This is an optimization exercise on Yosys and OpenROAD, whose aim is small area and a short achievable clock period, not a production implementation. The RTL was checked by simulation tests, not by an equivalence proof against the original design. No driver is modelled on the clock port, so clocking that relies on it looks cheaper here than on a real chip. Power is estimated from default activity; no workload was simulated.

Setup of juniper:
## bmd_latency_tracker
module bmd_latency_tracker
#(
    parameter int CNT_W         = bmd_latency_pkg::CNT_W_DEF,
    parameter int TAG_W         = bmd_latency_pkg::TAG_W_DEF,
    parameter int SUM_W         = bmd_latency_pkg::SUM_W_DEF,
    parameter int NUM_W         = bmd_latency_pkg::NUM_W_DEF,
    parameter int SAMPLE_TARGET = 300000
) (
    input  logic             clk,
    input  logic             rst,
    input  logic [CNT_W-1:0] lat_cnt,
    input  logic             stats_clr,
    input  logic             stamp_vld,
    input  logic [TAG_W-1:0] stamp_tag,
    input  logic             cpl_vld,
    input  logic [TAG_W-1:0] cpl_tag,
    output logic             lat_vld,
    output logic [CNT_W-1:0] lat_data,
    output logic [CNT_W-1:0] lat_min,
    output logic [CNT_W-1:0] lat_max,
    output logic [SUM_W-1:0] lat_sum,
    output logic [NUM_W-1:0] lat_num,
    output logic             done,
    output logic             err_dup,
    output logic             err_orphan,
    output logic [TAG_W:0]   outstanding
);
clock: 5.0 ns
lec_check: 0
cap_margin: 20
core_margin: 2
core_utilization: 45
cts_cluster_diameter: 100
cts_cluster_size: 25
setup_slack_margin: 2.4
slew_margin: 20
synth_hierarchical: 1
standard.sh (not shown) runs the stock make flow with config.mk's settings and CLKGATE_MAP_FILE= SYNTH_SCRIPT=/design/flow/synth_recipe.tcl, a recipe that flattens the netlist after the stock synthesis.
==> flow/flow/run.sh <==
#!/bin/bash
# Standard ORFS layout, with plain buffers (not delay cells) on the ports,
# sizing free to change a cell's footprint, and no timing repair before
# placement (it would see ideal clocks and over-size the input paths).
set -euo pipefail
bash standard.sh \
  "BUFFER_PORTS_ARGS=-buffer_cell sky130_fd_sc_hd__buf_4" \
  "MATCH_CELL_FOOTPRINT=0" \
  "REMOVE_ABC_BUFFERS=1" \
  finish > orfs_make.log 2>&1
The flow did not stop early for juniper: all stages ran, and the layout cleared the timing, DRC and antenna checks.
Edits applied to the flow inputs when going from juniper to tundra:
--- a/flow/config.mk
+++ b/flow/config.mk
@@ -8,8 +8,8 @@
 export CAP_MARGIN = 20
 export CORE_MARGIN = 2
-export CORE_UTILIZATION = 45
+export CORE_UTILIZATION = 50
 export CTS_CLUSTER_DIAMETER = 100
 export CTS_CLUSTER_SIZE = 25
-export SETUP_SLACK_MARGIN = 2.4
+export SETUP_SLACK_MARGIN = 2.3
 export SLEW_MARGIN = 20
 export SYNTH_HIERARCHICAL = 1
Notes after the runs:
- Relative to juniper, the routed wire length measured on tundra has decreased slightly.
- In the flow results for tundra and juniper, the total chip power is larger on juniper.
- Between juniper and tundra, overall global routing resource usage increased.
- Between juniper and tundra, the flow reports maximum number of pins on one net before global-route repair increasing by more than 10%.
- Looking at total internal power across tundra and juniper, the one that comes out lower is tundra.
- Compared with juniper, in tundra met1 wire length now smaller, sequential cell count essentially unchanged, area of the core decreased 23,000 um2.
What fjord does differently from tundra at the input level:
--- a/flow/flow/run.sh
+++ b/flow/flow/run.sh
@@ -5,5 +5,5 @@
 set -euo pipefail
 bash standard.sh \
-  "BUFFER_PORTS_ARGS=-buffer_cell sky130_fd_sc_hd__buf_4" \
+  "BUFFER_PORTS_ARGS=-buffer_cell sky130_fd_sc_hd__buf_2" \
   "MATCH_CELL_FOOTPRINT=0" \
   "REMOVE_ABC_BUFFERS=1" \
--- a/flow/config.mk
+++ b/flow/config.mk
@@ -8,5 +8,5 @@
 export CAP_MARGIN = 20
 export CORE_MARGIN = 2
-export CORE_UTILIZATION = 50
+export CORE_UTILIZATION = 40
 export CTS_CLUSTER_DIAMETER = 100
 export CTS_CLUSTER_SIZE = 25
Notes after the runs:
Between tundra and fjord, the difference in footprint of the flip-flops and latches is negligible. fjord vs. tundra: number of instances resized during post-cts repair now larger; instance count after placement with tap cells included shows an increase of 735; share of the final layout cell area in sequential cells has decreased; power went up. fjord reports its endpoint of the most critical setup path as lat_sum_q[50]$_SDFFE_PP0P_ while tundra reports lat_sum_q[42]$_SDFFE_PP0P_. In the flow results for tundra and fjord, the register-to-register slack is larger on fjord. fjord: final cell count 758 above tundra. Die area was lower in tundra than in fjord. Any difference in multi-input combinational area share between fjord and tundra is small enough to ignore. | total detailed-routing wirelength | fjord vs tundra | better |.

========
bmd_latency_tracker, a different RTL version from the one above (not shown whole).
For scale: about 6500 cells after synthesis, roughly 2800 flip-flops, ~270 I/O pins.
clock: 5.0 ns
lec_check: 0
cap_margin: 20
core_margin: 2
core_utilization: 40
cts_cluster_diameter: 100
cts_cluster_size: 25
setup_slack_margin: 2.3
slew_margin: 20
==> flow/flow/run.sh <==
#!/bin/bash
# Standard ORFS layout, with plain buffers (not delay cells) on the ports,
# sizing free to change a cell's footprint, and no timing repair before
# placement (it would see ideal clocks and over-size the input paths).
set -euo pipefail
bash standard.sh \
  "BUFFER_PORTS_ARGS=-buffer_cell sky130_fd_sc_hd__buf_2" \
  "MATCH_CELL_FOOTPRINT=0" \
  "REMOVE_ABC_BUFFERS=1" \
  finish > orfs_make.log 2>&1
Edit:
--- a/flow/flow/run.sh
+++ b/flow/flow/run.sh
@@ -6,3 +6,3 @@
 bash standard.sh \
-  "BUFFER_PORTS_ARGS=-buffer_cell sky130_fd_sc_hd__buf_2" \
+  "BUFFER_PORTS_ARGS=-buffer_cell sky130_fd_sc_hd__buf_4" \
   "MATCH_CELL_FOOTPRINT=0" \
- SETUP_SLACK_MARGIN: 2.3 -> 2.0
Worst setup slack improves by 13 ps.
Clock power hardly moves.
Combinational power falls by about 7%.
Worst hold slack hardly moves.

[port drivers added, routing unchanged]
No port has a modelled driver above. Below, the same layouts with a new extraction and two added sets of constraints. Step 1: set_driving_cell puts a clkbuf_16 on clk and a buf_2 on each other input, an assumption about the parent block. Step 2 also shifts input and output timing later by t, the mid clock arrival at the registers, as if the neighbouring blocks saw the same clock. a / b / c = ideal ports / drivers / drivers and shift; a / b = the first two.
run	t (ns)	setup slack, ns	worst data-port slew with drivers (ns)
juniper	0.944	2.110 / 2.031 / 1.087	0.22
tundra	0.944	1.928 / 1.928 / 1.235	0.18
fjord	0.972	2.064 / 2.064 / 1.203	0.36
the first run of note 2	0.963	1.831 / 1.831 / 1.237	0.34
the second run of note 2	0.933	1.845 / 1.845 / 0.927	0.24
After both steps every run listed still meets setup and hold. The setup slack of juniper, which loses most, moves by -0.079 ns with the drivers and by -1.023 ns with both steps.
